From an optimization exercise on the open Yosys and OpenROAD flow, aimed at small area, a short achievable clock period and few clock cycles per item; shortcuts taken in it are not production practice. In this exercise RTL edits were held to simulation tests only and were not proved equivalent to the original. The clock port is modelled as an ideal driver; clocking choices that lean on that would not hold on a real chip. Power figures rest on the tool's default switching activity, not on a simulated workload.

### design.v
package kmp_pkg;
  localparam int MAX_PATTERN = 64;
  localparam int MAX_TEXT    = 65536;
  localparam int PAT_AW = $clog2(MAX_PATTERN);
  localparam int LEN_W  = $clog2(MAX_PATTERN + 1);
  localparam int TP_W   = $clog2(MAX_TEXT + 1);
  localparam int CHAR_W = 8;
  localparam int REQ_W  = 2;
  localparam int STAT_W = 3;
  localparam int POS_W  = 16;
  localparam int CNT_W  = 7;
  localparam logic [REQ_W-1:0] REQ_APPEND = 2'd0;
  localparam logic [REQ_W-1:0] REQ_TEXT   = 2'd1;
  localparam logic [REQ_W-1:0] REQ_START  = 2'd2;
  localparam logic [REQ_W-1:0] REQ_CLEAR  = 2'd3;
  localparam logic [STAT_W-1:0] ST_ACCEPT    = 3'd0;
  localparam logic [STAT_W-1:0] ST_NO_MATCH  = 3'd1;
  localparam logic [STAT_W-1:0] ST_MATCH     = 3'd2;
  localparam logic [STAT_W-1:0] ST_NOT_FOUND = 3'd3;
  localparam logic [STAT_W-1:0] ST_ERROR     = 3'd4;
  typedef struct packed {
    logic              pat_we;
    logic [PAT_AW-1:0] pat_waddr;
    logic [CHAR_W-1:0] pat_wdata;
    logic [PAT_AW-1:0] pat_raddr;
    logic              fail_we;
    logic [PAT_AW-1:0] fail_waddr;
    logic [PAT_AW-1:0] fail_wdata;
    logic [PAT_AW-1:0] fail_raddr;
  } mem_req_t;
  typedef struct packed {
    logic              valid;
    logic [STAT_W-1:0] status;
    logic [POS_W-1:0]  position;
    logic [CNT_W-1:0]  count;
  } res_t;
endpackage
module kmp_substring_search_core (
  input  logic                          clk_i,
  input  logic                          rst_ni,
  input  logic                          in_valid_i,
  output logic                          in_ready_o,
  input  logic [kmp_pkg::REQ_W-1:0]     req_type_i,
  input  logic [kmp_pkg::CHAR_W-1:0]    char_value_i,
  input  logic                          last_text_i,
  output logic                          out_valid_o,
  input  logic                          out_ready_i,
  output logic [kmp_pkg::STAT_W-1:0]    status_o,
  output logic [kmp_pkg::POS_W-1:0]     match_position_o,
  output logic [kmp_pkg::CNT_W-1:0]     pattern_count_o
);
  localparam int NP = kmp_pkg::MAX_PATTERN;
  logic o_v_q;
  logic hold, adv;
  logic sk_empty_q, sk_empty_d;
  logic rdy_q;
  logic xfer;
  assign hold = o_v_q & ~out_ready_i;
  assign adv  = ~hold;
  assign xfer = in_valid_i & rdy_q;
  assign sk_empty_d = adv | (sk_empty_q & ~xfer);
  always_ff @(posedge clk_i or negedge rst_ni) begin
    if (!rst_ni) rdy_q <= 1'b0;
    else         rdy_q <= sk_empty_d;
  end
  assign in_ready_o = rdy_q;
  logic       a_v_q;
  logic [1:0] a_t_q;
  logic [7:0] a_c_q;
  logic       a_l_q;
  logic [1:0] s_t_q;
  logic [7:0] s_c_q;
  logic       s_l_q;
  always_ff @(posedge clk_i or negedge rst_ni) begin
    if (!rst_ni) begin
      a_v_q      <= 1'b0;
      sk_empty_q <= 1'b1;
    end else begin
      if (adv) a_v_q <= ~sk_empty_q | xfer;
      sk_empty_q <= sk_empty_d;
    end
  end
  always_ff @(posedge clk_i) begin
    if (adv) begin
      if (!sk_empty_q) begin
        a_t_q <= s_t_q;
        a_c_q <= s_c_q;
        a_l_q <= s_l_q;
      end else begin
        a_t_q <= req_type_i;
        a_c_q <= char_value_i;
        a_l_q <= last_text_i;
      end
    end
    if (sk_empty_q) begin
      s_t_q <= req_type_i;
      s_c_q <= char_value_i;
      s_l_q <= last_text_i;
    end
  end
  logic [7:0]    q_q [NP];
  logic [NP-1:0] e_q;
  logic [6:0]    len_q;
  logic [NP-1:0] inj;       
  logic [NP-1:0] eq;
  logic [NP-1:0] e_nxt;
  logic          b_go, b_shift, b_txt, b_start, full, hit;
  logic          q_shift, qdone_q;
  assign full    = len_q[6];
  assign b_go    = a_v_q & adv;
  assign b_shift = b_go & (a_t_q == kmp_pkg::REQ_APPEND) & ~full;
  assign q_shift = a_v_q & (a_t_q == kmp_pkg::REQ_APPEND) & ~full & ~qdone_q;
  always_ff @(posedge clk_i or negedge rst_ni) begin
    if (!rst_ni) qdone_q <= 1'b0;
    else         qdone_q <= hold & (qdone_q | q_shift);
  end
  assign b_txt   = b_go & (a_t_q == kmp_pkg::REQ_TEXT);
  assign b_start = b_go & (a_t_q == kmp_pkg::REQ_START);
  always_comb begin
    for (int j = 0; j < NP - 1; j++) inj[j] = (len_q[5:0] == 6'(j + 1));
    inj[NP-1] = full;
    for (int j = 0; j < NP; j++) eq[j] = (q_q[j] == a_c_q);
    e_nxt = ({1'b0, e_q[NP-1:1]} | inj) & eq;
  end
  assign hit = e_nxt[0];
  always_ff @(posedge clk_i) begin
    if (q_shift) begin
      q_q[0] <= a_c_q;
      for (int j = 1; j < NP; j++) q_q[j] <= q_q[j-1];
    end
    if (b_start) e_q <= '0;
    else if (b_txt) e_q <= e_nxt;
    else if (b_shift) e_q <= {e_q[NP-2:0], 1'b0};
  end
  always_ff @(posedge clk_i or negedge rst_ni) begin
    if (!rst_ni) begin
      len_q <= '0;
    end else if (b_go && a_t_q == kmp_pkg::REQ_CLEAR) begin
      len_q <= '0;
    end else if (b_shift) begin
      len_q <= len_q + 7'd1;
    end
  end
  logic       c_v_q;
  logic [1:0] c_t_q;
  logic       c_l_q;
  logic       c_hit_q;
  logic       c_err_q;      
  logic [6:0] c_cnt_q;
  always_ff @(posedge clk_i or negedge rst_ni) begin
    if (!rst_ni) c_v_q <= 1'b0;
    else if (adv) c_v_q <= a_v_q;
  end
  always_ff @(posedge clk_i) begin
    if (adv) begin
      c_t_q   <= a_t_q;
      c_l_q   <= a_l_q;
      c_hit_q <= hit;
      c_err_q <= full;
      c_cnt_q <= (a_t_q == kmp_pkg::REQ_CLEAR) ? 7'd0 :
                 (a_t_q == kmp_pkg::REQ_APPEND && !full) ? len_q + 7'd1 : len_q;
    end
  end
  logic [16:0] tp_q;        
  logic        found_q;
  logic [15:0] fpos_q;
  logic        c_go;
  logic [16:0] tp_inc;
  logic [15:0] hit_pos;
  logic        cnt_zero;
  assign c_go     = c_v_q & adv;
  assign tp_inc   = tp_q + 17'd1;
  assign hit_pos  = tp_q[15:0] - {9'd0, c_cnt_q};
  assign cnt_zero = (c_cnt_q == '0);
  logic [2:0]  st;
  logic [15:0] pos;
  logic        f_set, f_clr, t_inc;
  always_comb begin
    st    = kmp_pkg::ST_ACCEPT;
    pos   = '0;
    f_set = 1'b0;
    f_clr = 1'b0;
    t_inc = 1'b0;
    unique case (c_t_q)
      kmp_pkg::REQ_APPEND: if (c_err_q) st = kmp_pkg::ST_ERROR;
      kmp_pkg::REQ_TEXT: begin
        if (found_q) begin
          st  = kmp_pkg::ST_MATCH;
          pos = fpos_q;
        end else if (cnt_zero) begin
          st    = kmp_pkg::ST_MATCH;
          f_set = 1'b1;
        end else if (tp_q[16] && tp_q[0]) begin    
          st = kmp_pkg::ST_ERROR;
        end else begin
          t_inc = 1'b1;
          if (c_hit_q) begin
            st    = kmp_pkg::ST_MATCH;
            pos   = hit_pos;
            f_set = 1'b1;
          end else begin
            st = c_l_q ? kmp_pkg::ST_NOT_FOUND : kmp_pkg::ST_NO_MATCH;
          end
        end
      end
      kmp_pkg::REQ_START: f_clr = 1'b1;
      default: ;
    endcase
  end
  always_ff @(posedge clk_i or negedge rst_ni) begin
    if (!rst_ni) begin
      tp_q    <= 17'd1;
      found_q <= 1'b0;
    end else if (c_go) begin
      if (f_clr) begin
        tp_q    <= 17'd1;
        found_q <= 1'b0;
      end else begin
        if (t_inc) tp_q <= tp_inc;
        if (f_set) found_q <= 1'b1;
      end
    end
  end
  always_ff @(posedge clk_i) begin
    if (c_go && f_set) fpos_q <= pos;
  end
  logic [2:0]  o_st_q;
  logic [15:0] o_pos_q;
  logic [6:0]  o_cnt_q;
  always_ff @(posedge clk_i or negedge rst_ni) begin
    if (!rst_ni) o_v_q <= 1'b0;
    else if (adv) o_v_q <= c_v_q;
  end
  always_ff @(posedge clk_i) begin
    if (adv) begin
      o_st_q  <= st;
      o_pos_q <= pos;
      o_cnt_q <= c_cnt_q;
    end
  end
  assign out_valid_o      = o_v_q;
  assign status_o         = o_st_q;
  assign match_position_o = o_pos_q;
  assign pattern_count_o  = o_cnt_q;
endmodule
### flow/run.sh
#!/bin/bash
set -euo pipefail
work=$(cd "$(dirname "$0")/.." && pwd)
cd "$work"
export POST_CTS_TCL="$work/flow/collapse.tcl"
bash standard.sh > "$work/standard.log" 2>&1
### flow/collapse.tcl
set block [ord::get_db_block]
set clk_net [$block findNet clk_i]
set roots {}
foreach it [$clk_net getITerms] { lappend roots [$it getInst] }
if {[llength $roots] == 1} {
  set root [lindex $roots 0]
  set rnet [[$root findITerm X] getNet]
  set loads {}
  foreach it [$rnet getITerms] {
    if {[$it getInst] ne $root} { lappend loads $it }
  }
  if {[string match "sky130_fd_sc_hd__clkbuf_*" [[$root getMaster] getName]] && [llength $loads] <= 4} {
    foreach it $loads {
      $it disconnect
      $it connect $clk_net
    }
    [$root findITerm A] disconnect
    [$root findITerm X] disconnect
    odb::dbInst_destroy $root
    odb::dbNet_destroy $rnet
    puts "collapse: clock port now drives [llength $loads] buffers directly"
  }
}
### standard.sh
#!/bin/bash
# synth_recipe.tcl (not shown) runs the flow's synth.tcl, then flattens the netlist and writes it again
# the make line also repeats each setting of config.mk as NAME=value (left out here)
make -C /OpenROAD-flow-scripts/flow DESIGN_CONFIG=/design/flow/config.mk WORK_HOME=/design/flow/orfs CLKGATE_MAP_FILE= SYNTH_SCRIPT=/design/flow/synth_recipe.tcl "${@:-finish}"
### config.mk
export PLATFORM = sky130hd
export DESIGN_NAME = kmp_substring_search_core
export DESIGN_NICKNAME = kmp_substring_search_core
export VERILOG_FILES = /design/flow/design.v
export SDC_FILE = /design/flow/constraint.sdc
export NUM_CORES = 4
export LEC_CHECK = 0
export ABC_CLOCK_PERIOD_IN_PS = 2500
export CAP_MARGIN = 20
export CORE_MARGIN = 2
export CORE_UTILIZATION = 45
export CTS_BUF_LIST = sky130_fd_sc_hd__clkbuf_16
export CTS_CLUSTER_DIAMETER = 100
export CTS_CLUSTER_SIZE = 30
export SETUP_SLACK_MARGIN = 3.8
export SLEW_MARGIN = 20
### constraint.sdc
create_clock -name core_clock -period 6.0 [get_ports {clk_i}]
set_input_delay 1.2000 -clock core_clock [delete_from_list [all_inputs] [get_ports {clk_i}]]
set_output_delay 1.2000 -clock core_clock [all_outputs]
set_load 0.01 [all_outputs]
==> flow_summary_export.csv, run 1 <==
group,metric,value,unit
grt,antenna_found_initial,0,
logic_synthesis,synth_area,29250,um^2
power_and_ir_drop,p_leak,10.59,nW
cells_and_area,antenna_cells,0,
worst_setup_path,cp-start-kind,"register",
sta,slew_headroom,43.01,%
floorplan,fp-row-count,93,
cells_and_area,instances_no_fill,2982,
worst_setup_path,regToRegSetupSlack,3.69,ns
floorplan,fp.dieH,258.9,um
logic_synthesis,synth_compound_area_share,4.274,%
logic_synthesis,syn_nets,2083,
cells_and_area,drive_gt1_share,12.65,%
drt,ant_nets,0,
drt,wire_per_inst,21.65,um
sta,max_freq,432.4,MHz
sta,holdWs,0.4358,ns
logic_synthesis,synthesis.instances,2054,
floorplan,die_w,258.9,um
drt,drt_wl_total,64550,um
sta,setup_tns,0,ns
cells_and_area,final_common_cell,"edfxtp_1",
clock_network,clock_insertion_delay_worst_skew,0.49,ns
clock_network,tritoncts,"built",
logic_synthesis,synth_cell_types,58,
logic_synthesis,synth-xor-area-share,16.14,%
logic_synthesis,yosys_warnings,2,
grt,globalRouteOverflowTotal,0,
placement,routabilityCongestion,0.7923,
cells_and_area,layout_common_cells,"edfxtp_1 (577), xnor2_1 (511), nand4_1 (132), nor2_1 (104), dfxtp_1 (75)",
placement,dp_cells,2869,
placement,portBuffers,42,
worst_setup_path,worst-endpoint-required,6.24,ns
cells_and_area,final_nets,2134,
sta,final_max_slew_viol_count,0,
cells_and_area,syn2layout_area_growth,12.22,%
sta,max_slew.worst_pin.slew,0.8548,ns
worst_setup_path,cp.arrival,2.55,ns
clock_network,cts.reportedPaths.clkPinSlew,0.11,ns
floorplan,start_util,45.45,%
power_and_ir_drop,ir_drop,0.0002387,V
worst_setup_path,cp_max_fo,3,
logic_synthesis,netlist_top_cells_area,"edfxtp_1 (59%), xnor2_1 (15%), dfxtp_1 (5.1%), nand4_1 (2.8%), dfrtp_1 (2.5%)",
logic_synthesis,synth_top_family_by_area,"XOR/XNOR gates",
logic_synthesis,synth-seq-area-share,67.03,%
outcome,outcome,"finished clean",
logic_synthesis,postSynth.asyncResetShare,4.539,%
power_and_ir_drop,power_density,424.8,nW/um^2
grt,grt_start_max_net_pins,69,
logic_synthesis,synth_simple_gate_area_share,7.546,%
sta,rsz0062_at_grt,"yes",
worst_hold_path,hp-class,"reg2reg",
drt,num_vias,16550,
sta,setup_viol,0,
worst_setup_path,crit_path_end_kind,"register",
logic_synthesis,synth_ff_type,"edfxtp_1",
placement,hpwl,36580,um
logic_synthesis,avgSynthCellArea,14.24,um^2
grt,grt_pass1_vias,16458,
cells_and_area,nFillCells,5382,
sta,period_share,38.54,%
logic_synthesis,yosys.area_share.adder,0.6246,%
drt,first_iter_violations,1419,
drt,vias_per_cell,5.550,
clock_network,clock-sinks,683,
floorplan,dieArea,67050,um^2
logic_synthesis,synth_top_cell_area_share,59.24,%
logic_synthesis,synth_edf_count,577,
run,maxCapViolCount,0,
worst_setup_path,crit_type,"reg2reg",
sta,worst_clock_skew,0.03274,ns
floorplan,io_pins,43,
logic_synthesis,synth_top_area_cell,"edfxtp_1",
floorplan,core-area,64350,um^2
drt,drcViolationCount,0,
logic_synthesis,synth_seq_cells,683,
sta,fin_crit,2.312,ns
drt,first_pass_iters,7,
logic_synthesis,synth_mux_area_share,2.682,%
sta,hold_violations,0,
grt,grt_pass1_wl,97410,um
grt,track_usage,18.51,%
[power by group]
group	internal [mW]	switching (mW)
clock	0.906	1.44
sequential	6.45	0.692
combinational	2.00	2.45
[metal layers]
layer | track usage [%] | wire (um) | vias to the layer above
li1 | - | - | 7633
met1 | 26.91 | 30180 | 8489
met2 | 30.52 | 30370 | 370
met3 | 1.953 | 2801 | 58
met4 | 3.227 | 1196 | 0
met5 | 0 | 0 | -
[final cells by class]
type | count | area [um^2] | area share, %
Clock inverter | 22 | 128.9 | 0.3926
Sequential cell | 683 | 19620 | 59.77
Tap cell | 855 | 1070 | 3.259
Clock buffer | 29 | 725.7 | 2.211
Multi-Input combinational cell | 1251 | 9741 | 29.68
Timing Repair Buffer | 128 | 1488 | 4.532
Inverter | 14 | 52.55 | 0.1601
[cells by family (layout without fill, tap and decap cells)]
group	after synthesis	count (layout)
flip-flops	683	683
XOR/XNOR	539	539
AND/OR/NAND/NOR	419	424
AO/OA/AOI/OAI	200	200
buffers and inverters	125	193
multiplexers	74	74
adder cells (fa/ha/maj)	14	14
[registers in the layout, indices dropped and copies added, names as in the netlist, 3 cells and up]
| name | count |
|---|---|
| a_c_q | 8 |
| c_cnt_q | 7 |
| e_q | 64 |
| fpos_q | 16 |
| len_q | 7 |
| o_cnt_q | 7 |
| o_pos_q | 16 |
| o_st_q | 3 |
| q_q | 512 |
| s_c_q | 8 |
| tp_q | 17 |
[worst max-delay path, cell delays in order, from the launching register on]
cell and delay, ns:
dfstp_2 0.56, inv_2 0.05, ha_4 0.15, fa_2 0.35
nand2b_4 0.17, a21oi_4 0.18, o21ai_4 0.09, o41ai_2 0.24
xor2_1 0.19, o21ai_1 0.09
[worst paths after layout]
| path | from | endpoint | depth (start not counted) |
|---|---|---|---|
| min | a_l_q$_DFFE_PN_ | c_l_q$_DFFE_PN_ | 0 |
| max in group asynchronous | rst_ni | tp_q[3]$_DFFE_PN0P_ | 1 |
| max reg2reg | tp_q[0]$_DFFE_PN1P_ | o_pos_q[14]$_DFFE_PN_ | 9 |
| max | tp_q[0]$_DFFE_PN1P_ | o_pos_q[14]$_DFFE_PN_ | 9 |
| min in group asynchronous | rst_ni | tp_q[15]$_DFFE_PN0P_ | 1 |
| min reg2reg | a_l_q$_DFFE_PN_ | c_l_q$_DFFE_PN_ | 0 |
[per-stage QoR]
stage / power (mW) / area [um^2] / worst slack (ns) / util, %
after floorplan: 10.14 / 29480 / -3.304 / -
after detailed placement: 11.10 / 30700 / 1.971 / 47.71
after global placement: 11.03 / 30700 / 2.108 / 47.71
after global routing: 14.64 / 32820 / 3.582 / 51.01
final: 13.94 / 32820 / 3.688 / 51.01
[synthesized netlist by cell type, drive strengths merged, types with 38 or more instances]
master	n
nor3	50
xnor2	511
clkbuf	73
a21oi	70
buf	38
mux2i	39
a211oi	40
nand2	38
nor2	111
dfxtp	75
nand4	132
edfxtp	577
Testbench counts, summed over its fixed seeds: cycles 21,147, items 21,123.
==> run 2, diff against run 1 <==
--- a/config.mk
+++ b/config.mk
@@ -8,7 +8,7 @@
 export ABC_CLOCK_PERIOD_IN_PS = 2500
 export CAP_MARGIN = 20
 export CORE_MARGIN = 2
-export CORE_UTILIZATION = 45
+export CORE_UTILIZATION = 40
 export CTS_BUF_LIST = sky130_fd_sc_hd__clkbuf_16
 export CTS_CLUSTER_DIAMETER = 100
 export CTS_CLUSTER_SIZE = 30
==> run 2 against run 1 <==
Net effect:
- still clean
- global-route usage is 1.7 points lower
- register-to-register slack hardly changed
- hold slack better by 0.032 ns
- die area is 12% higher
- via count is 0.37% higher
- sequential share of layout area is 0.90 points lower
- sequential power hardly changed
- largest cell class unchanged
- largest power group unchanged
==> flow_summary_export.csv, run 2 <==
group,metric,value,unit
outcome,outcome,"finished clean",
drt,num_vias,16612,
cells_and_area,final_nets,2147,
power_and_ir_drop,p_seq_share,50.5,%
grt,grt_pass1_vias,16646,
sta,worst_clock_skew,0.02903,ns
power_and_ir_drop,power_density,424.5,nW/um^2
sta,max_slew.worst_pin.slew,0.7763,ns
floorplan,dieArea,75300,um^2
sta,setup_viol,0,
worst_hold_path,hp-class,"reg2reg",
placement,portBuffers,42,
sta,slew_headroom,48.25,%
sta,setup_tns,0,ns
floorplan,io_pins,43,
logic_synthesis,syn_nets,2083,
clock_network,clock_insertion_delay_worst_skew,0.48,ns
worst_setup_path,cp_slowest_stage_delay,0.46,ns
cells_and_area,largest_reg_flops,512,
worst_setup_path,cp.arrival,1.11,ns
drt,first_pass_iters,5,
logic_synthesis,postSynth.asyncResetShare,4.539,%
drt,vias_per_cell,5.360,
floorplan,fp.dieH,274.4,um
cells_and_area,design_area,33320,um^2
worst_setup_path,worst-path-buf-inv,1,
worst_setup_path,cpMaxStageDelayCell,"edfxtp_1",
power_and_ir_drop,sw_frac_of_total,33.01,%
power_and_ir_drop,power,14.14,mW
logic_synthesis,yosys_warnings,2,
clock_network,clock-sinks,683,
grt,grt_pass1_wl,98850,um
placement,routabilityCongestion,0.7704,
power_and_ir_drop,p_leak,10.78,nW
logic_synthesis,synth_top_area_cell,"edfxtp_1",
floorplan,fp-row-count,99,
logic_synthesis,synth_ff_type,"edfxtp_1",
floorplan,start_util,40.23,%
drt,wire_per_inst,21.21,um
logic_synthesis,synthesis.instances,2054,
logic_synthesis,netlist_top_cells_area,"edfxtp_1 (59%), xnor2_1 (15%), dfxtp_1 (5.1%), nand4_1 (2.8%), dfrtp_1 (2.5%)",
logic_synthesis,synth_edf_count,577,
worst_setup_path,crit_chain,"buf_2",
logic_synthesis,synth_cell_types,58,
cells_and_area,top_register,"q_q",
floorplan,die_w,274.4,um
placement,hpwl,36530,um
power_and_ir_drop,power.net_switching,4.669,mW
cells_and_area,antenna_cells,0,
cells_and_area,final_common_cell,"edfxtp_1",
worst_setup_path,crit_path_end_kind,"output port",
sta,hold_violations,0,
clock_network,cts.reportedPaths.clkPinSlew,0.11,ns
floorplan,core-area,72710,um^2
sta,period_share,38.43,%
logic_synthesis,synth_top_cell_area_share,59.24,%
drt,ant_nets,0,
drt,drcViolationCount,0,
grt,antenna_found_initial,0,
logic_synthesis,synth-seq-area-share,67.03,%
sta,max_freq,433.7,MHz
sta,fin_crit,2.306,ns
worst_setup_path,crit_family,"flip-flops",
power_and_ir_drop,combPwrFrac,32.7,%
grt,track_usage,16.82,%
worst_setup_path,cp_max_fo,1,
logic_synthesis,avgSynthCellArea,14.24,um^2
sta,rsz0062_at_grt,"yes",
worst_setup_path,crit_type,"reg2out",
drt,first_iter_violations,1276,
power_and_ir_drop,p_int,9.474,mW
placement,post_dp_cell_area,30880,um^2
grt,grt_start_max_net_pins,105,
cells_and_area,syn2layout_area_growth,13.92,%
power_and_ir_drop,clockPowerShare,16.8,%
run,maxCapViolCount,0,
logic_synthesis,synth_seq_cells,683,
grt,globalRouteOverflowTotal,0,
worst_setup_path,cp-start-kind,"register",
cells_and_area,largest_registers,"q_q: 512 flops, e_q: 64 flops, tp_q: 17 flops",
clock_network,tritoncts,"built",
cells_and_area,drive_gt1_share,13.04,%
logic_synthesis,yosysMostFrequentCell,"edfxtp_1",
sta,final_max_slew_viol_count,0,
power_and_ir_drop,ir_drop,0.0002486,V
drt,drt_wl_total,65720,um
logic_synthesis,synth_common_cells,"edfxtp_1 (577), xnor2_1 (511), nand4_1 (132), nor2_1 (111), dfxtp_1 (75)",
logic_synthesis,synth_area,29250,um^2
worst_setup_path,worst-endpoint-required,4.80,ns
cells_and_area,layout_common_cells,"edfxtp_1 (577), xnor2_1 (511), nand4_1 (132), nor2_1 (103), dfxtp_1 (75)",
[run 2: metrics by stage]
step	hold slack (ns)	util (%)	setup WS, ns	std cells
detailed placement	0.4503	42.46	2.124	2971
finish	0.4676	45.82	3.694	3099
global placement	0.4339	42.44	2.190	2970
global route	0.4718	45.82	3.577	3099
floorplan	0.4003	-	-3.304	2054
[run 2: power by group through the flow]
stage / registers [mW] / clock network, mW / logic [mW]
after floorplan: 7.23 / 0 / 2.91
after global placement: 7.28 / 0 / 3.77
after detailed placement: 7.29 / 0 / 3.83
after global routing: 7.25 / 2.59 / 5.02
final: 7.14 / 2.38 / 4.63
[run 2: path summary, 6_finish.rpt]
check	depth (start not counted)	end	start	slack (ns)
worst max-delay path	1	pattern_count_o[6]	o_cnt_q[6]$_DFFE_PN_	3.69
worst min-delay path	0	q_q[44][2]$_DFFE_PP_	q_q[43][2]$_DFFE_PP_	0.47
worst max register to register	9	o_pos_q[14]$_DFFE_PN_	tp_q[0]$_DFFE_PN1P_	3.70
worst min register to register	0	q_q[44][2]$_DFFE_PP_	q_q[43][2]$_DFFE_PP_	0.47
max in group asynchronous	1	len_q[4]$_DFFE_PN0P_	rst_ni	4.63
min in group asynchronous	1	tp_q[13]$_DFFE_PN0P_	rst_ni	0.79
[run 2: cell families (layout without fill, tap and decap cells)]
family | count (synthesis) | count (layout) | synth area share (%)
xor+xnor | 539 | 539 | 16.14
simple gates | 419 | 423 | 7.546
mux | 74 | 74 | 2.682
compound gates | 200 | 200 | 4.274
buf+inv | 125 | 207 | 1.698
flops | 683 | 683 | 67.03
fa+ha+maj | 14 | 14 | 0.6246
[run 2: layout make-up]
cell class | instances | area, um^2
Fill cell | 6304 | 39390
Sequential cell | 683 | 19620
Multi-Input combinational cell | 1250 | 9758
Timing Repair Buffer | 141 | 1818
Tap cell | 959 | 1200
Clock buffer | 28 | 700.7
Clock inverter | 24 | 173.9
Inverter | 14 | 52.55
[run 2: layer usage]
layer  global-route usage [%]  part of all wire, %
met5                        0                    0
met4                    3.647                  2.1
met3                    1.927                  5.0
met2                    27.41                   47
met1                    24.25                   46
==> run 3, diff against run 2 <==
--- a/config.mk
+++ b/config.mk
@@ -10,7 +10,7 @@
 export CORE_MARGIN = 2
 export CORE_UTILIZATION = 40
 export CTS_BUF_LIST = sky130_fd_sc_hd__clkbuf_16
-export CTS_CLUSTER_DIAMETER = 100
-export CTS_CLUSTER_SIZE = 30
+export CTS_CLUSTER_DIAMETER = 80
+export CTS_CLUSTER_SIZE = 25
 export SETUP_SLACK_MARGIN = 3.8
 export SLEW_MARGIN = 20
==> run 3 against run 2 <==
Net effect:
- hold slack got worse by 0.0086 ns
- first-iteration DRC count rose by 5.7%
- non-clock buffer count up 13
- clock skew shrank 0.0012 ns
- fmax fell by 0.26%
- cell count is 0.81% higher
- wire length is 2.7% higher
- global-route usage rose by 0.42 points
- die area unchanged
- via count grew 1.0%
- power is 3.8% higher
- sequential share of layout area decreased by 1.3 points
==> flow_summary_export.csv, run 3 <==
group,metric,value,unit
sta,hold_violations,0,
clock_network,tritoncts,"built",
logic_synthesis,yosys.area_share.adder,0.6246,%
grt,antenna_found_initial,0,
cells_and_area,antenna_cells,0,
clock_network,clock-sinks,683,
grt,grt_pass1_wl,100500,um
logic_synthesis,synth-xor-area-share,16.14,%
cells_and_area,syn2layout_area_growth,16.55,%
logic_synthesis,synth_ff_type,"edfxtp_1",
grt,grt_start_max_net_pins,66,
logic_synthesis,synth_compound_area_share,4.274,%
floorplan,core-area,72710,um^2
worst_setup_path,crit_type,"reg2reg",
cells_and_area,regArea,19620,um^2
grt,grt_use_met1,24.65,%
power_and_ir_drop,power,14.68,mW
clock_network,clock_insertion_delay_worst_skew,0.40,ns
power_and_ir_drop,power_density,430.7,nW/um^2
grt,met3_usage,2.443,%
logic_synthesis,synth_top_cell_area_share,59.24,%
sta,worst_clock_skew,0.02782,ns
grt,globalRouteOverflowTotal,0,
sta,rsz0062_at_grt,"yes",
floorplan,start_util,40.23,%
logic_synthesis,postSynth.asyncResetShare,4.539,%
cells_and_area,largest_reg_flops,512,
grt,grt_pass1_vias,16701,
logic_synthesis,yosysMostFrequentCell,"edfxtp_1",
cells_and_area,top_register,"q_q",
cells_and_area,nFillCells,6229,
logic_synthesis,yosys_warnings,2,
floorplan,die_w,274.4,um
placement,hpwl,36530,um
floorplan,fp-row-count,99,
sta,setup_viol,0,
grt,gr-max-usage-layer,"met2",
worst_setup_path,regToRegSetupSlack,3.69,ns
logic_synthesis,syn_nets,2083,
logic_synthesis,netlist_top_cells_area,"edfxtp_1 (59%), xnor2_1 (15%), dfxtp_1 (5.1%), nand4_1 (2.8%), dfrtp_1 (2.5%)",
logic_synthesis,synth_top_area_cell,"edfxtp_1",
clock_network,cts.reportedPaths.clkPinSlew,0.10,ns
drt,drcViolationCount,0,
drt,vias_per_cell,5.372,
cells_and_area,layout_common_cells,"edfxtp_1 (577), xnor2_1 (511), nand4_1 (132), nor2_1 (103), dfxtp_1 (75)",
power_and_ir_drop,ir_drop,0.0002522,V
logic_synthesis,avgSynthCellArea,14.24,um^2
worst_setup_path,regToRegEndpoint,"o_pos_q[14]$_DFFE_PN_",
outcome,outcome,"finished clean",
floorplan,fp.dieH,274.4,um
logic_synthesis,synth_common_cells,"edfxtp_1 (577), xnor2_1 (511), nand4_1 (132), nor2_1 (111), dfxtp_1 (75)",
worst_hold_path,hold_start,"a_l_q$_DFFE_PN_",
worst_setup_path,r2r_cells,9,
sta,max_slew.worst_pin.slew,0.7735,ns
worst_setup_path,crit_path_end_kind,"register",
logic_synthesis,synth_area,29250,um^2
grt,track_usage,17.24,%
run,maxCapViolCount,0,
logic_synthesis,synthesis.instances,2054,
floorplan,dieArea,75300,um^2
logic_synthesis,synth-seq-area-share,67.03,%
worst_hold_path,hp-class,"reg2reg",
power_and_ir_drop,p_leak,11.10,nW
logic_synthesis,synth_mux_area_share,2.682,%
logic_synthesis,synth_cell_types,58,
drt,first_iter_violations,1349,
placement,routabilityCongestion,0.7704,
worst_setup_path,cp-start-kind,"register",
cells_and_area,largest_registers,"q_q: 512 flops, e_q: 64 flops, tp_q: 17 flops",
floorplan,io_pins,43,
cells_and_area,final_nets,2168,
worst_setup_path,worst-endpoint-required,6.14,ns
sta,max_freq,432.6,MHz
drt,first_pass_iters,5,
worst_setup_path,r2r_start,"tp_q[0]$_DFFE_PN1P_",
worst_setup_path,cp_max_fo,4,
sta,final_max_slew_viol_count,0,
drt,wire_per_inst,21.60,um
logic_synthesis,synth_seq_cells,683,
drt,ant_nets,0,
cells_and_area,drive_gt1_share,15.38,%
worst_hold_path,whs_path_depth,0,
worst_setup_path,cp.arrival,2.45,ns
drt,drt_wl_total,67480,um
logic_synthesis,synth_edf_count,577,
grt,met2_usage,28.06,%
sta,fin_crit,2.312,ns
drt,num_vias,16783,
cells_and_area,final_common_cell,"edfxtp_1",
cells_and_area,multiInputGateArea,9947,um^2
logic_synthesis,synth_top_family_by_area,"XOR/XNOR gates",
worst_hold_path,min_to,"c_l_q$_DFFE_PN_",
sta,period_share,38.53,%
sta,slew_headroom,48.43,%
sta,holdWs,0.4589,ns
placement,portBuffers,42,
logic_synthesis,synth_simple_gate_area_share,7.546,%
run 3: cell types whose count changed in the layout (fill, tap and decap cells not counted), moves of 4 or more:
cell and delta:
mux2_4 +9, nor4_1 -9, a21oi_1 -8, a21oi_2 +8, buf_12 +6, mux2_1 -9, nor4_2 +7, buf_16 +7
inv_8 +4, clkbuf_16 +14, inv_6 +4
run 3: area by class of cell:
| type | instances | share of cell area (%) |
|---|---|---|
| Clock buffer | 38 | 2.790 |
| Clock inverter | 25 | 0.4441 |
| Inverter | 14 | 0.1542 |
| Multi-Input combinational cell | 1251 | 29.18 |
| Sequential cell | 683 | 57.55 |
| Tap cell | 959 | 3.520 |
| Timing Repair Buffer | 154 | 6.361 |
run 3: worst max path at each step:
stage / startpoint / endpoint / depth (start not counted)
global placement: out_ready_i / e_q[36]$_SDFFE_PP0P_ / 8
global route: tp_q[0]$_DFFE_PN1P_ / o_pos_q[14]$_DFFE_PN_ / 9
detailed placement: out_ready_i / e_q[36]$_SDFFE_PP0P_ / 8
floorplan: len_q[6]$_DFFE_PN0P_ / q_q[0][0]$_DFFE_PP_ / 5
finish: tp_q[0]$_DFFE_PN1P_ / o_pos_q[14]$_DFFE_PN_ / 9
run 3: logic make-up after synthesis:
kind of cell             after synthesis
AO/OA/AOI/OAI                        200
XOR/XNOR                             539
adder cells (fa/ha/maj)               14
buffers and inverters                125
flip-flops                           683
multiplexers                          74
AND/OR/NAND/NOR                      419
run 3: layer usage:
metal	vias to the layer above	share of wire (%)
met1	8586	46
met3	75	4.8
met5	-	0
li1	7697	-
met2	425	47
met4	0	1.9
run 3: report_power, final:
group	internal [mW]	switching, mW	leakage, nW	total, mW
combinational	2.25	2.58	4.11	4.82
sequential	6.45	0.701	6.40	7.15
clock	1.19	1.52	0.593	2.70
run 3: critical path, stage by stage, from the launching register on:
cell and delay, ns:
dfstp_2 0.55, inv_2 0.05, ha_4 0.15, fa_2 0.34, nand2b_4 0.16, a21oi_4 0.16
o21ai_4 0.10, o41ai_2 0.24, xor2_1 0.19, o21ai_1 0.11
run 3: per-stage QoR:
step	worst slack, ns	utilization, %	std cells	TNS (ns)	cell area, um^2
global route	3.566	46.88	3124	0	34090
finish	3.688	46.88	3124	0	34090
global placement	2.190	42.44	2970	0	30860
floorplan	-3.304	-	2054	-1691.46	29480
detailed placement	2.124	42.46	2971	0	30880
==> run 4, diff against run 3 <==
--- a/config.mk
+++ b/config.mk
@@ -8,7 +8,7 @@
 export ABC_CLOCK_PERIOD_IN_PS = 2500
 export CAP_MARGIN = 20
 export CORE_MARGIN = 2
-export CORE_UTILIZATION = 40
+export CORE_UTILIZATION = 50
 export CTS_BUF_LIST = sky130_fd_sc_hd__clkbuf_16
 export CTS_CLUSTER_DIAMETER = 80
 export CTS_CLUSTER_SIZE = 25
==> run 4 against run 3 <==
Net effect:
- cell area is 2.5% lower
- sequential share of layout area is 1.5 points higher
- clock-buffer cell count is 2 lower
- still clean on timing, DRC and antenna
- sequential cell count stayed put
- critical path depth stayed put
==> flow_summary_export.csv, run 4 <==
group,metric,value,unit
grt,gr-max-usage-layer,"met2",
grt,grt_use_met1,30.14,%
worst_setup_path,regToRegSetupSlack,3.63,ns
worst_setup_path,cp-startpoint,"tp_q[0]$_DFFE_PN1P_",
logic_synthesis,synth_seq_cells,683,
drt,drcViolationCount,0,
worst_setup_path,r2r_cells,9,
power_and_ir_drop,clockPowerShare,18.6,%
placement,post_dp_cell_area,30630,um^2
logic_synthesis,synth-seq-area-share,67.03,%
sta,setup_viol,0,
cells_and_area,final_nets,2150,
placement,portBuffers,42,
floorplan,die_w,245.9,um
worst_setup_path,path_depth,9,
worst_setup_path,worst-endpoint-required,6.13,ns
worst_setup_path,cpMaxStageDelayCell,"dfstp_2",
clock_network,clock_insertion_delay_worst_skew,0.40,ns
sta,slew_headroom,48.73,%
logic_synthesis,postSynth.asyncResetShare,4.539,%
logic_synthesis,synth_cell_types,58,
placement,hpwl,36760,um
logic_synthesis,synth_top_cell_area_share,59.24,%
floorplan,io_pins,43,
worst_setup_path,r2r_start,"tp_q[0]$_DFFE_PN1P_",
drt,first_pass_iters,5,
floorplan,core-area,57810,um^2
logic_synthesis,yosysMostFrequentCell,"edfxtp_1",
grt,antenna_found_initial,0,
drt,first_iter_violations,1307,
cells_and_area,antenna_cells,0,
cells_and_area,final_core_util,57.50,%
logic_synthesis,synth_area,29250,um^2
power_and_ir_drop,p_seq_share,50.0,%
power_and_ir_drop,p_leak,10.93,nW
sta,worst_clock_skew,0.02316,ns
logic_synthesis,synth_top_area_cell,"edfxtp_1",
cells_and_area,layout_common_cells,"edfxtp_1 (577), xnor2_1 (510), nand4_1 (132), nor2_1 (103), dfxtp_1 (75)",
sta,max_slew.worst_pin.slew,0.7690,ns
outcome,outcome,"finished clean",
sta,max_freq,421.3,MHz
grt,grt_pass1_wl,99990,um
logic_synthesis,synth_edf_count,577,
power_and_ir_drop,combPwrFrac,31.4,%
sta,period_share,39.56,%
placement,dp_cells,2776,
drt,num_vias,16597,
logic_synthesis,yosys_warnings,2,
worst_setup_path,crit_path_end_kind,"register",
floorplan,dieArea,60450,um^2
power_and_ir_drop,sw_frac_of_total,32.55,%
cells_and_area,syn2layout_area_growth,13.64,%
power_and_ir_drop,power.net_switching,4.649,mW
clock_network,tritoncts,"built",
worst_setup_path,crit_type,"reg2reg",
worst_setup_path,regToRegEndpoint,"o_pos_q[14]$_DFFE_PN_",
run,maxCapViolCount,0,
worst_setup_path,crit_chain,"inv_2 > ha_4 > fa_2 > nand2b_4 > a21oi_4 > o21ai_4 > o41ai_2 > xor2_1 > o21ai_1",
logic_synthesis,synthesis.instances,2054,
power_and_ir_drop,p_int,9.633,mW
grt,track_usage,21.50,%
cells_and_area,final_common_cell,"edfxtp_1",
power_and_ir_drop,ir_drop,0.0003406,V
cells_and_area,largest_reg_flops,512,
worst_setup_path,cp-start-kind,"register",
worst_setup_path,crit_family,"compound AO/OA/AOI/OAI gates",
worst_setup_path,cp_slowest_stage_delay,0.57,ns
sta,fin_crit,2.373,ns
power_and_ir_drop,power_density,429.7,nW/um^2
grt,globalRouteOverflowTotal,0,
drt,wire_per_inst,22.30,um
sta,rsz0062_at_grt,"yes",
worst_setup_path,cp.arrival,2.50,ns
cells_and_area,instances_no_fill,2912,
drt,drt_wl_total,64950,um
clock_network,cts.reportedPaths.clkPinSlew,0.10,ns
floorplan,fp.dieH,245.9,um
cells_and_area,design_area,33240,um^2
grt,met2_usage,36.38,%
cells_and_area,drive_gt1_share,14.39,%
logic_synthesis,avgSynthCellArea,14.24,um^2
worst_setup_path,cp_max_fo,4,
cells_and_area,top_register,"q_q",
sta,setup_tns,0,ns
sta,hold_violations,0,
floorplan,fp-row-count,88,
floorplan,start_util,50.60,%
worst_hold_path,hp-class,"reg2reg",
logic_synthesis,syn_nets,2083,
clock_network,clock-sinks,683,
power_and_ir_drop,power,14.28,mW
logic_synthesis,synth_ff_type,"edfxtp_1",
worst_setup_path,critical_path.endpoint,"o_pos_q[14]$_DFFE_PN_",
grt,met3_usage,2.314,%
placement,routabilityCongestion,0.7810,
cells_and_area,nFillCells,4584,
cells_and_area,largest_registers,"q_q: 512 flops, e_q: 64 flops, tp_q: 17 flops",
sta,final_max_slew_viol_count,0,
grt,grt_start_max_net_pins,67,
logic_synthesis,netlist_top_cells_area,"edfxtp_1 (59%), xnor2_1 (15%), dfxtp_1 (5.1%), nand4_1 (2.8%), dfrtp_1 (2.5%)",
drt,ant_nets,0,
grt,grt_pass1_vias,16742,
drt,vias_per_cell,5.700,
logic_synthesis,synth_common_cells,"edfxtp_1 (577), xnor2_1 (511), nand4_1 (132), nor2_1 (111), dfxtp_1 (75)",
worst_setup_path,worst-path-buf-inv,1,
==> run 4: cell counts after synthesis <==
No cell type changed its count.
==> run 4: how the worst min path moves through the flow <==
stage	end	depth (start not counted)	start	slack, ns
2_1_floorplan	c_l_q$_DFFE_PN_	0	a_l_q$_DFFE_PN_	0.40
3_3_place_gp	c_l_q$_DFFE_PN_	0	a_l_q$_DFFE_PN_	0.40
3_5_place_dp	c_l_q$_DFFE_PN_	0	a_l_q$_DFFE_PN_	0.42
5_1_grt	c_l_q$_DFFE_PN_	0	a_l_q$_DFFE_PN_	0.46
6_report	c_l_q$_DFFE_PN_	0	a_l_q$_DFFE_PN_	0.44
==> run 4: kinds of logic after synthesis <==
group                      synth area share, %
adders and majority gates               0.6246
buffers and inverters                    1.698
DFF                                      67.03
and+or+nand+nor                          7.546
xor gates and xnor gates                 16.14
muxes                                    2.682
AOI/OAI and AO/OA                        4.274
==> run 4: stage by stage <==
step	hold WS (ns)	setup WS [ns]
floorplan	0.4003	-3.304
global placement	0.4041	1.857
detailed placement	0.4158	1.738
global route	0.4621	3.522
finish	0.4368	3.627
==> run 4: final cells by class <==
cell class	instances	area, um^2	area share, %
sequential	683	19620	59.01
multi-input combinational	1250	9921	29.85
timing repair buffer	138	1624	4.886
tap	765	957.2	2.880
clock buffer	36	900.9	2.710
clock inverter	26	167.7	0.5044
inverter	14	52.55	0.1581
==> run 4: metal layers <==
metal  vias to the layer above  part of all wire [%]
met2                       355                    48
met4                         0                   2.2
met5                         -                     0
li1                       7650                     -
met3                        78                   4.3
met1                      8514                    45
==> run 4: power groups by stage <==
stage	combinational (mW)	clock, mW	sequential (mW)
6_report	4.48	2.66	7.15
5_1_grt	4.86	2.87	7.26
3_3_place_gp	3.78	0	7.27
3_5_place_dp	3.83	0	7.29
2_1_floorplan	2.91	0	7.23
==> run 5, diff against run 4 <==
==> config.mk (replaced) <==
export PLATFORM = sky130hd
export DESIGN_NAME = kmp_substring_search_core
export DESIGN_NICKNAME = kmp_substring_search_core
export VERILOG_FILES = /design/flow/design.v
export SDC_FILE = /design/flow/constraint.sdc
export NUM_CORES = 4
export LEC_CHECK = 0
export ABC_CLOCK_PERIOD_IN_PS = 3000
export CAP_MARGIN = 10
export CORE_MARGIN = 2
export CORE_UTILIZATION = 40
export CTS_BUF_LIST = sky130_fd_sc_hd__clkbuf_16
export CTS_CLUSTER_DIAMETER = 100
export CTS_CLUSTER_SIZE = 30
export SETUP_SLACK_MARGIN = 3.7
export SLEW_MARGIN = 10
==> run 5 against run 4 <==
Net effect:
- fmax grew 1.2%
- cell area shrank 0.68%
- core utilization shrank 12 points
- clock power shrank 7.5%
- cell count grew 5.9%
- first-iteration DRC count grew 8.6%
- hold slack is essentially flat
- register-to-register slack gained 0.03 ns
- critical path depth is the same
- clock skew grew 0.014 ns
==> flow_summary_export.csv, run 5 <==
group,metric,value,unit
logic_synthesis,synth-xor-area-share,16.14,%
power_and_ir_drop,clockPowerShare,17.6,%
drt,ant_nets,0,
drt,vias_per_cell,5.373,
placement,dpl_worst_slack,1.891,ns
power_and_ir_drop,p_seq_share,51.1,%
logic_synthesis,synth_seq_cells,683,
worst_hold_path,hp-class,"reg2reg",
logic_synthesis,synth_compound_area_share,4.274,%
floorplan,die_w,274.4,um
logic_synthesis,synth_mux_area_share,2.682,%
logic_synthesis,yosys_warnings,2,
outcome,outcome,"finished clean",
grt,grt_start_max_net_pins,102,
worst_setup_path,crit_path_end_kind,"register",
run,maxCapViolCount,0,
sta,hold_violations,0,
clock_network,clock-sinks,683,
drt,drt_wl_total,65290,um
sta,max_slew.worst_pin.slew,0.8678,ns
logic_synthesis,synthesis.instances,2054,
cells_and_area,antenna_cells,0,
power_and_ir_drop,p_leak,10.69,nW
floorplan,io_pins,43,
logic_synthesis,synth_ff_type,"edfxtp_1",
power_and_ir_drop,combPwrFrac,31.3,%
sta,setup_tns,0,ns
sta,setup_viol,0,
logic_synthesis,synth_edf_count,577,
placement,dp_cells,2969,
floorplan,core-area,72710,um^2
worst_setup_path,cp-start-kind,"register",
sta,slew_headroom,42.14,%
floorplan,fp-row-count,99,
sta,max_freq,426.4,MHz
drt,wire_per_inst,21.17,um
grt,globalRouteOverflowTotal,0,
floorplan,fp.dieH,274.4,um
sta,holdWs,0.4368,ns
sta,fin_crit,2.345,ns
sta,setup_slack,3.655,ns
logic_synthesis,syn_nets,2083,
grt,track_usage,16.63,%
worst_setup_path,regToRegSetupSlack,3.65,ns
cells_and_area,largest_reg_flops,512,
clock_network,clock_insertion_delay_worst_skew,0.48,ns
sta,rsz0062_at_grt,"yes",
placement,portBuffers,42,
power_and_ir_drop,power_density,423.5,nW/um^2
cells_and_area,largest_registers,"q_q: 512 flops, e_q: 64 flops, tp_q: 17 flops",
logic_synthesis,yosysMostFrequentCell,"edfxtp_1",
logic_synthesis,avgSynthCellArea,14.24,um^2
logic_synthesis,yosys.area_share.adder,0.6246,%
worst_setup_path,crit_type,"reg2reg",
floorplan,start_util,40.23,%
drt,first_pass_iters,5,
logic_synthesis,netlist_top_cells_area,"edfxtp_1 (59%), xnor2_1 (15%), dfxtp_1 (5.1%), nand4_1 (2.8%), dfrtp_1 (2.5%)",
power_and_ir_drop,ir_drop,0.0003186,V
grt,grt_pass1_vias,16537,
logic_synthesis,synth_top_area_cell,"edfxtp_1",
logic_synthesis,synth_cell_types,58,
worst_setup_path,cp_max_fo,3,
worst_setup_path,cp.arrival,2.58,ns
logic_synthesis,synth-seq-area-share,67.03,%
sta,worst_clock_skew,0.03704,ns
placement,routabilityCongestion,0.8023,
power_and_ir_drop,power.net_switching,4.605,mW
sta,final_max_slew_viol_count,0,
drt,drcViolationCount,0,
cells_and_area,layout_common_cells,"edfxtp_1 (577), xnor2_1 (511), nand4_1 (132), nor2_1 (105), dfxtp_1 (75)",
cells_and_area,final_nets,2132,
worst_setup_path,worst-endpoint-required,6.23,ns
clock_network,tritoncts,"built",
logic_synthesis,synth_area,29250,um^2
clock_network,cts.reportedPaths.clkPinSlew,0.10,ns
floorplan,dieArea,75300,um^2
logic_synthesis,synth_top_cell_area_share,59.24,%
drt,first_iter_violations,1420,
power_and_ir_drop,p_int,9.376,mW
cells_and_area,syn2layout_area_growth,12.87,%
sta,period_share,39.09,%
power_and_ir_drop,sw_frac_of_total,32.94,%
power_and_ir_drop,power,13.98,mW
cells_and_area,final_common_cell,"edfxtp_1",
logic_synthesis,synth_common_cells,"edfxtp_1 (577), xnor2_1 (511), nand4_1 (132), nor2_1 (111), dfxtp_1 (75)",
cells_and_area,drive_gt1_share,12.61,%
grt,grt_pass1_wl,97750,um
drt,num_vias,16571,
grt,antenna_found_initial,1,
logic_synthesis,synth_simple_gate_area_share,7.546,%
logic_synthesis,postSynth.asyncResetShare,4.539,%
cells_and_area,top_register,"q_q",
cells_and_area,instances_no_fill,3084,
placement,hpwl,37420,um
logic_synthesis,synth_top_family_by_area,"XOR/XNOR gates",
## run 5: worst paths after layout
| path | start | end | depth (start not counted) |
|---|---|---|---|
| min in group asynchronous | rst_ni | len_q[1]$_DFFE_PN0P_ | 1 |
| max reg2reg | tp_q[0]$_DFFE_PN1P_ | fpos_q[14]$_DFFE_PP_ | 9 |
| min | a_l_q$_DFFE_PN_ | c_l_q$_DFFE_PN_ | 0 |
| max in group asynchronous | rst_ni | o_v_q$_DFFE_PN0N_ | 1 |
| max | tp_q[0]$_DFFE_PN1P_ | fpos_q[14]$_DFFE_PP_ | 9 |
| min reg2reg | a_l_q$_DFFE_PN_ | c_l_q$_DFFE_PN_ | 0 |
## run 5: final cells by class
class	instances	area (um^2)
Clock buffer	30	750.7
Clock inverter	22	172.7
Fill cell	6404	39700
Inverter	14	52.55
Multi-Input combinational cell	1250	9772
Sequential cell	683	19610
Tap cell	959	1200
Timing Repair Buffer	126	1455
## run 5: cell families after synthesis
group / after synthesis
AOI/OAI and AO/OA: 200
xor gates and xnor gates: 539
adders and majority gates: 14
buffers and inverters: 125
DFF: 683
muxes: 74
and+or+nand+nor: 419
## run 5: metrics by stage
stage               util, %  instance area (um^2)
finish                45.40                 33010
global route          45.40                 33010
detailed placement    42.39                 30820
global placement      42.39                 30820
floorplan                 -                 29460
## run 5: worst max-delay path, cell delays in order (launching register included)
cell and delay [ns]:
dfstp_2 0.56, inv_2 0.05, ha_4 0.15, fa_2 0.35, nand2b_4 0.17, a21oi_4 0.18
o21ai_4 0.10, o41ai_4 0.22, xor2_1 0.21, o21ai_1 0.10
## run 5: routing by layer
metal	track usage [%]	routed length [um]
met5	0	0
met4	3.733	1241
met3	1.427	2334
met2	28.20	32210
met1	23.29	29500
## run 5: power by group through the flow
stage               sequential, mW  combinational, mW  clock (mW)
floorplan                     7.23               2.91           0
global placement              7.25               3.79           0
detailed placement            7.27               3.85           0
global route                  7.24               4.76        2.69
finish                        7.14               4.38        2.46
==> run 6, diff against run 5 <==
==> config.mk (replaced) <==
export PLATFORM = sky130hd
export DESIGN_NAME = kmp_substring_search_core
export DESIGN_NICKNAME = kmp_substring_search_core
export VERILOG_FILES = /design/flow/design.v
export SDC_FILE = /design/flow/constraint.sdc
export NUM_CORES = 4
export LEC_CHECK = 0
export ABC_CLOCK_PERIOD_IN_PS = 2500
export CAP_MARGIN = 20
export CORE_MARGIN = 2
export CORE_UTILIZATION = 50
export CTS_BUF_LIST = sky130_fd_sc_hd__clkbuf_16
export CTS_CLUSTER_DIAMETER = 100
export CTS_CLUSTER_SIZE = 30
export SETUP_SLACK_MARGIN = 3.8
export SLEW_MARGIN = 20
==> run 6 against run 5 <==
Net effect:
- core utilization up 11 points
- sequential power hardly changed
- worst setup slack improved by 0.037 ns
- clock skew down 0.022 ns
- non-clock buffer count up 8
- synthesized cell count stayed put
- clock-buffer cell count down 2
- critical path depth is the same
- global-route usage up 4.3 points
- register-to-register slack better by 0.04 ns
- cell area down 1.0%
- sequential cell count did not move
- highest routed layer unchanged
==> flow_summary_export.csv, run 6 <==
group,metric,value,unit
outcome,outcome,"finished clean",
power_and_ir_drop,clockPowerShare,16.8,%
floorplan,start_util,50.60,%
logic_synthesis,yosys_warnings,2,
power_and_ir_drop,sw_frac_of_total,32.74,%
cells_and_area,antenna_cells,0,
power_and_ir_drop,power_density,424.7,nW/um^2
logic_synthesis,synth_edf_count,577,
cells_and_area,largest_registers,"q_q: 512 flops, e_q: 64 flops, tp_q: 17 flops",
worst_setup_path,worst-path-buf-inv,1,
worst_hold_path,hp-class,"reg2reg",
cells_and_area,layout_common_cells,"edfxtp_1 (577), xnor2_1 (511), nand4_1 (132), nor2_1 (104), dfxtp_1 (75)",
drt,drt_wl_total,63690,um
floorplan,fp-row-count,88,
logic_synthesis,avgSynthCellArea,14.24,um^2
floorplan,io_pins,43,
sta,slew_headroom,40.95,%
logic_synthesis,synth_cell_types,58,
worst_setup_path,worst-endpoint-required,6.23,ns
cells_and_area,nFillCells,4640,
sta,hold_violations,0,
grt,grt_start_max_net_pins,107,
cells_and_area,syn2layout_area_growth,11.75,%
drt,wire_per_inst,21.99,um
worst_setup_path,crit_family,"compound AO/OA/AOI/OAI gates",
power_and_ir_drop,p_seq_share,51.4,%
grt,grt_pass1_vias,16600,
cells_and_area,regArea,19620,um^2
power_and_ir_drop,ir_drop,0.0003407,V
sta,fin_crit,2.308,ns
worst_setup_path,crit_type,"reg2reg",
drt,vias_per_cell,5.700,
worst_setup_path,crit_chain,"inv_2 > ha_4 > fa_2 > nand2b_4 > a21oi_4 > o21ai_4 > o41ai_2 > xor2_1 > o21ai_1",
worst_setup_path,cpMaxStageDelayCell,"dfstp_2",
cells_and_area,design_area,32680,um^2
placement,dp_cells,2776,
drt,first_iter_violations,1460,
placement,post_dp_cell_area,30630,um^2
sta,worst_clock_skew,0.01543,ns
cells_and_area,drive_gt1_share,12.76,%
sta,max_slew.worst_pin.slew,0.8858,ns
power_and_ir_drop,power.net_switching,4.545,mW
grt,globalRouteOverflowTotal,0,
grt,grt_pass1_wl,97810,um
worst_setup_path,cp-start-kind,"register",
drt,drcViolationCount,0,
logic_synthesis,netlist_top_cells_area,"edfxtp_1 (59%), xnor2_1 (15%), dfxtp_1 (5.1%), nand4_1 (2.8%), dfrtp_1 (2.5%)",
drt,num_vias,16513,
floorplan,dieArea,60450,um^2
logic_synthesis,synth_top_area_cell,"edfxtp_1",
logic_synthesis,synthesis.instances,2054,
grt,antenna_found_initial,0,
sta,rsz0062_at_grt,"yes",
logic_synthesis,synth_area,29250,um^2
cells_and_area,instances_no_fill,2897,
logic_synthesis,synth_common_cells,"edfxtp_1 (577), xnor2_1 (511), nand4_1 (132), nor2_1 (111), dfxtp_1 (75)",
logic_synthesis,synth_top_cell_area_share,59.24,%
cells_and_area,multiInputGateArea,9722,um^2
cells_and_area,final_common_cell,"edfxtp_1",
placement,routabilityCongestion,0.7810,
logic_synthesis,synth_ff_type,"edfxtp_1",
clock_network,clock-sinks,683,
sta,setup_viol,0,
cells_and_area,final_nets,2139,
placement,portBuffers,42,
sta,setup_tns,0,ns
clock_network,tritoncts,"built",
logic_synthesis,yosysMostFrequentCell,"edfxtp_1",
logic_synthesis,postSynth.asyncResetShare,4.539,%
worst_setup_path,cp_max_fo,4,
power_and_ir_drop,p_leak,10.58,nW
logic_synthesis,syn_nets,2083,
worst_setup_path,regToRegSetupSlack,3.69,ns
drt,ant_nets,0,
worst_setup_path,cp.arrival,2.54,ns
worst_setup_path,cp_slowest_stage_delay,0.58,ns
floorplan,core-area,57810,um^2
power_and_ir_drop,power,13.88,mW
cells_and_area,largest_reg_flops,512,
sta,final_max_slew_viol_count,0,
sta,max_freq,433.2,MHz
worst_setup_path,crit_path_end_kind,"register",
logic_synthesis,synth_seq_cells,683,
placement,hpwl,36760,um
cells_and_area,top_register,"q_q",
floorplan,fp.dieH,245.9,um
sta,period_share,38.47,%
clock_network,cts.reportedPaths.clkPinSlew,0.11,ns
floorplan,die_w,245.9,um
clock_network,clock_insertion_delay_worst_skew,0.49,ns
run,maxCapViolCount,0,
drt,first_pass_iters,5,
logic_synthesis,synth-seq-area-share,67.03,%
power_and_ir_drop,combPwrFrac,31.8,%
power_and_ir_drop,p_int,9.337,mW
grt,track_usage,20.94,%
[run 6: cell counts after synthesis]
Identical to the previous run, type by type.
[run 6: worst paths after layout]
path,from,to,depth (start not counted)
min,a_l_q$_DFFE_PN_,c_l_q$_DFFE_PN_,0
max reg2reg,tp_q[0]$_DFFE_PN1P_,o_pos_q[14]$_DFFE_PN_,9
max,tp_q[0]$_DFFE_PN1P_,o_pos_q[14]$_DFFE_PN_,9
min in group asynchronous,rst_ni,tp_q[11]$_DFFE_PN0P_,1
max in group asynchronous,rst_ni,o_v_q$_DFFE_PN0N_,1
min reg2reg,a_l_q$_DFFE_PN_,c_l_q$_DFFE_PN_,0
[run 6: cell type report]
cell class / instances / area share (%)
flip-flops and latches: 683 / 60.01
multi-input cells: 1250 / 29.75
repair buffers: 134 / 4.586
well taps: 765 / 2.929
clock buffers: 28 / 2.144
clock inverters: 23 / 0.4096
inverters: 14 / 0.1723
[run 6: logic make-up (layout without fill, tap and decap cells)]
group,after synthesis,in the layout,share of synthesized area [%]
DFF,683,683,67.03
and+or+nand+nor,419,423,7.546
muxes,74,74,2.682
AOI/OAI and AO/OA,200,200,4.274
xor gates and xnor gates,539,539,16.14
adders and majority gates,14,14,0.6246
buffers and inverters,125,199,1.698
[run 6: layer usage]
metal / vias to the layer above / GRT usage, % / part of all wire [%]
met4: 0 / 4.474 / 1.9
li1: 7628 / - / -
met1: 8438 / 29.38 / 45
met2: 377 / 35.19 / 48
met3: 70 / 2.532 / 4.6
met5: - / 0 / 0
[run 6: power by group through the flow]
stage,sequential [mW],clock [mW],combinational (mW)
floorplan,7.23,0,2.91
finish,7.14,2.33,4.42
global placement,7.27,0,3.78
detailed placement,7.29,0,3.83
global route,7.25,2.54,4.81
[run 6: metrics by stage]
stage | worst slack, ns | utilization (%) | hold WS, ns
after floorplan | -3.304 | - | 0.4003
after global routing | 3.577 | 56.54 | 0.4630
after global placement | 1.857 | 52.99 | 0.4041
final | 3.692 | 56.54 | 0.4427
after detailed placement | 1.738 | 52.99 | 0.4158
==> run 7, diff against run 6 <==
--- a/config.mk
+++ b/config.mk
@@ -12,5 +12,6 @@
 export CTS_BUF_LIST = sky130_fd_sc_hd__clkbuf_16
 export CTS_CLUSTER_DIAMETER = 100
 export CTS_CLUSTER_SIZE = 30
+export PLACE_DENSITY = 0.75
 export SETUP_SLACK_MARGIN = 3.8
 export SLEW_MARGIN = 20
==> run 7 against run 6 <==
Net effect:
- cell area up 0.33%
- area after synthesis stayed put
- cell count decreased by 0.17%
- clock-buffer cell count is 2 lower
- still clean
- critical path depth unchanged
- sequential share of layout area decreased by 0.18 points
- first-iteration DRC count is 17% higher
- via count rose by 2.9%
- core utilization grew 0.19 points
- worst setup slack got worse by 0.15 ns
- power up 0.23%
- critical path type unchanged
- sequential cell count did not move
- largest cell class unchanged
==> flow_summary_export.csv, run 7 <==
group,metric,value,unit
logic_synthesis,synth_common_cells,"edfxtp_1 (577), xnor2_1 (511), nand4_1 (132), nor2_1 (111), dfxtp_1 (75)",
drt,ant_nets,0,
logic_synthesis,synth-seq-area-share,67.03,%
cells_and_area,layout_common_cells,"edfxtp_1 (577), xnor2_1 (508), nand4_1 (132), nor2_1 (101), dfxtp_1 (75)",
power_and_ir_drop,ir_drop,0.0002814,V
placement,dp_cells,2774,
worst_setup_path,regToRegEndpoint,"o_pos_q[14]$_DFFE_PN_",
clock_network,clock-sinks,683,
grt,grt_start_max_net_pins,84,
logic_synthesis,synth_ff_type,"edfxtp_1",
logic_synthesis,synthesis.instances,2054,
outcome,outcome,"finished clean",
cells_and_area,design_area,32790,um^2
sta,worst_clock_skew,0.01479,ns
clock_network,cts.reportedPaths.clkPinSlew,0.11,ns
placement,hpwl,35110,um
worst_setup_path,regToRegSetupSlack,3.55,ns
worst_setup_path,cp-startpoint,"tp_q[0]$_DFFE_PN1P_",
floorplan,fp-row-count,88,
cells_and_area,final_common_cell,"edfxtp_1",
logic_synthesis,synth_top_area_cell,"edfxtp_1",
grt,antenna_found_initial,0,
clock_network,clock_insertion_delay_worst_skew,0.47,ns
drt,num_vias,16986,
logic_synthesis,synth_seq_cells,683,
cells_and_area,largest_reg_flops,512,
placement,portBuffers,42,
cells_and_area,syn2layout_area_growth,12.12,%
drt,first_iter_violations,1714,
drt,vias_per_cell,5.873,
worst_setup_path,worst-endpoint-required,6.23,ns
logic_synthesis,postSynth.asyncResetShare,4.539,%
placement,routabilityCongestion,0.8368,
floorplan,io_pins,43,
worst_setup_path,r2r_start,"tp_q[0]$_DFFE_PN1P_",
sta,max_slew.worst_pin.slew,0.7834,ns
cells_and_area,final_nets,2137,
power_and_ir_drop,power_density,424.3,nW/um^2
cells_and_area,final_core_util,56.73,%
sta,max_freq,407.5,MHz
floorplan,start_util,50.60,%
grt,globalRouteOverflowTotal,0,
worst_hold_path,hp-class,"reg2reg",
cells_and_area,drive_gt1_share,12.79,%
worst_setup_path,critical_path.endpoint,"o_pos_q[14]$_DFFE_PN_",
grt,grt_pass1_wl,94620,um
logic_synthesis,synth_cell_types,58,
logic_synthesis,synth_area,29250,um^2
sta,period_share,40.90,%
power_and_ir_drop,p_leak,10.62,nW
cells_and_area,instances_no_fill,2892,
floorplan,fp.dieH,245.9,um
grt,grt_pass1_vias,16505,
sta,hold_violations,0,
worst_setup_path,cp-start-kind,"register",
logic_synthesis,netlist_top_cells_area,"edfxtp_1 (59%), xnor2_1 (15%), dfxtp_1 (5.1%), nand4_1 (2.8%), dfrtp_1 (2.5%)",
worst_setup_path,cp_max_fo,5,
worst_setup_path,crit_type,"reg2reg",
power_and_ir_drop,power,13.91,mW
logic_synthesis,synth_edf_count,577,
drt,first_pass_iters,6,
clock_network,tritoncts,"built",
worst_setup_path,r2r_cells,9,
worst_setup_path,crit_path_end_kind,"register",
cells_and_area,largest_registers,"q_q: 512 flops, e_q: 64 flops, tp_q: 17 flops",
grt,track_usage,19.90,%
logic_synthesis,syn_nets,2083,
worst_setup_path,cp.arrival,2.68,ns
sta,final_max_slew_viol_count,0,
floorplan,dieArea,60450,um^2
sta,fin_crit,2.454,ns
logic_synthesis,yosysMostFrequentCell,"edfxtp_1",
drt,wire_per_inst,22.07,um
placement,post_dp_cell_area,30610,um^2
logic_synthesis,yosys_warnings,2,
cells_and_area,antenna_cells,0,
logic_synthesis,synth_top_cell_area_share,59.24,%
drt,drcViolationCount,0,
sta,slew_headroom,47.77,%
logic_synthesis,avgSynthCellArea,14.24,um^2
drt,drt_wl_total,63810,um
cells_and_area,top_register,"q_q",
sta,rsz0062_at_grt,"yes",
sta,setup_viol,0,
floorplan,core-area,57810,um^2
run,maxCapViolCount,0,
floorplan,die_w,245.9,um
-- run 7: cell counts after synthesis --
Identical to the previous run, type by type.
-- run 7: cell type report --
cell class / count / area [um^2]
fill: 4428 / 25010
sequential: 683 / 19620
multi-input combinational: 1251 / 9841
timing repair buffer: 133 / 1595
tap: 765 / 957.2
clock buffer: 26 / 650.6
clock inverter: 20 / 76.32
inverter: 14 / 52.55
-- run 7: kinds of logic after synthesis --
| kind of cell | count (synthesis) | share of synthesized area [%] |
|---|---|---|
| AO/OA/AOI/OAI | 200 | 4.274 |
| AND/OR/NAND/NOR | 419 | 7.546 |
| adder cells (fa/ha/maj) | 14 | 0.6246 |
| flip-flops | 683 | 67.03 |
| buffers and inverters | 125 | 1.698 |
| multiplexers | 74 | 2.682 |
| XOR/XNOR | 539 | 16.14 |
-- run 7: worst min path at each step --
stage	start	end	depth (start not counted)	slack (ns)
floorplan	a_l_q$_DFFE_PN_	c_l_q$_DFFE_PN_	0	0.40
finish	a_l_q$_DFFE_PN_	c_l_q$_DFFE_PN_	0	0.45
detailed placement	a_l_q$_DFFE_PN_	c_l_q$_DFFE_PN_	0	0.44
global placement	a_l_q$_DFFE_PN_	c_l_q$_DFFE_PN_	0	0.41
global route	a_l_q$_DFFE_PN_	c_l_q$_DFFE_PN_	0	0.46
-- run 7: layer usage --
metal	part of all wire, %	global-route usage, %	wire (um)	up-vias
li1	-	-	-	7625
met1	43	27.82	27160	8699
met2	49	33.71	31440	571
met3	5.9	2.172	3738	91
met4	2.3	4.349	1480	0
met5	0	0	0	-
-- run 7: power by group --
| part | internal (mW) | switching (mW) |
|---|---|---|
| clock network | 0.800 | 1.36 |
| registers | 6.45 | 0.697 |
| logic | 2.08 | 2.52 |
-- run 7: per-stage QoR --
stage / setup slack [ns] / setup TNS, ns / hold slack [ns]
after floorplan: -3.304 / -1691.46 / 0.4003
after global placement: 2.072 / 0 / 0.4080
after detailed placement: 1.864 / 0 / 0.4366
after global routing: 3.450 / 0 / 0.4614
final: 3.546 / 0 / 0.4531
-- run 7: critical path, stage by stage, from the launching register on --
cell and delay [ns]:
dfstp_2 0.57, inv_2 0.05, ha_4 0.15, fa_2 0.34, nand2b_4 0.17, a21oi_4 0.20
o21ai_4 0.11, o41ai_2 0.28, xor2_1 0.27, o21ai_2 0.08

re-timing with driven ports:
In the flow no input, the clock included, has a driving cell. The finished layouts below were timed again as built, in two steps.
Step 1 sets driving cells, clkbuf_16 on the clock port and buf_2 on the other inputs (assumed; they add their load-dependent delay and slew).
Step 2, shift: input delay + t, output delay - t, t = (earliest + latest rising clock arrival at the registers) / 2. This alone moves slack from input paths to output paths.
a / b / c = ideal / step 1 / step 2; a / b = the first two.
run	t, ns	setup slack, ns	slew at the worst register clock pin (ns)
run 1	0.560	3.688 / 3.664 / 3.335	0.12 / 0.12
run 2	0.546	3.694 / 3.617 / 3.376	0.12 / 0.12
run 3	0.518	3.688 / 3.639 / 3.349	0.10 / 0.10
run 4	0.512	3.627 / 3.627 / 3.391	0.10 / 0.10
run 5	0.545	3.655 / 3.655 / 3.184	0.12 / 0.12
run 6	0.556	3.692 / 3.689 / 3.307	0.12 / 0.12
run 7	0.537	3.546 / 3.546 / 3.329	0.12 / 0.12
After both steps setup and hold are still met in every run listed. For run 5, which loses most, drivers alone change the setup slack by 0.000 ns; drivers and shift together by -0.471 ns.
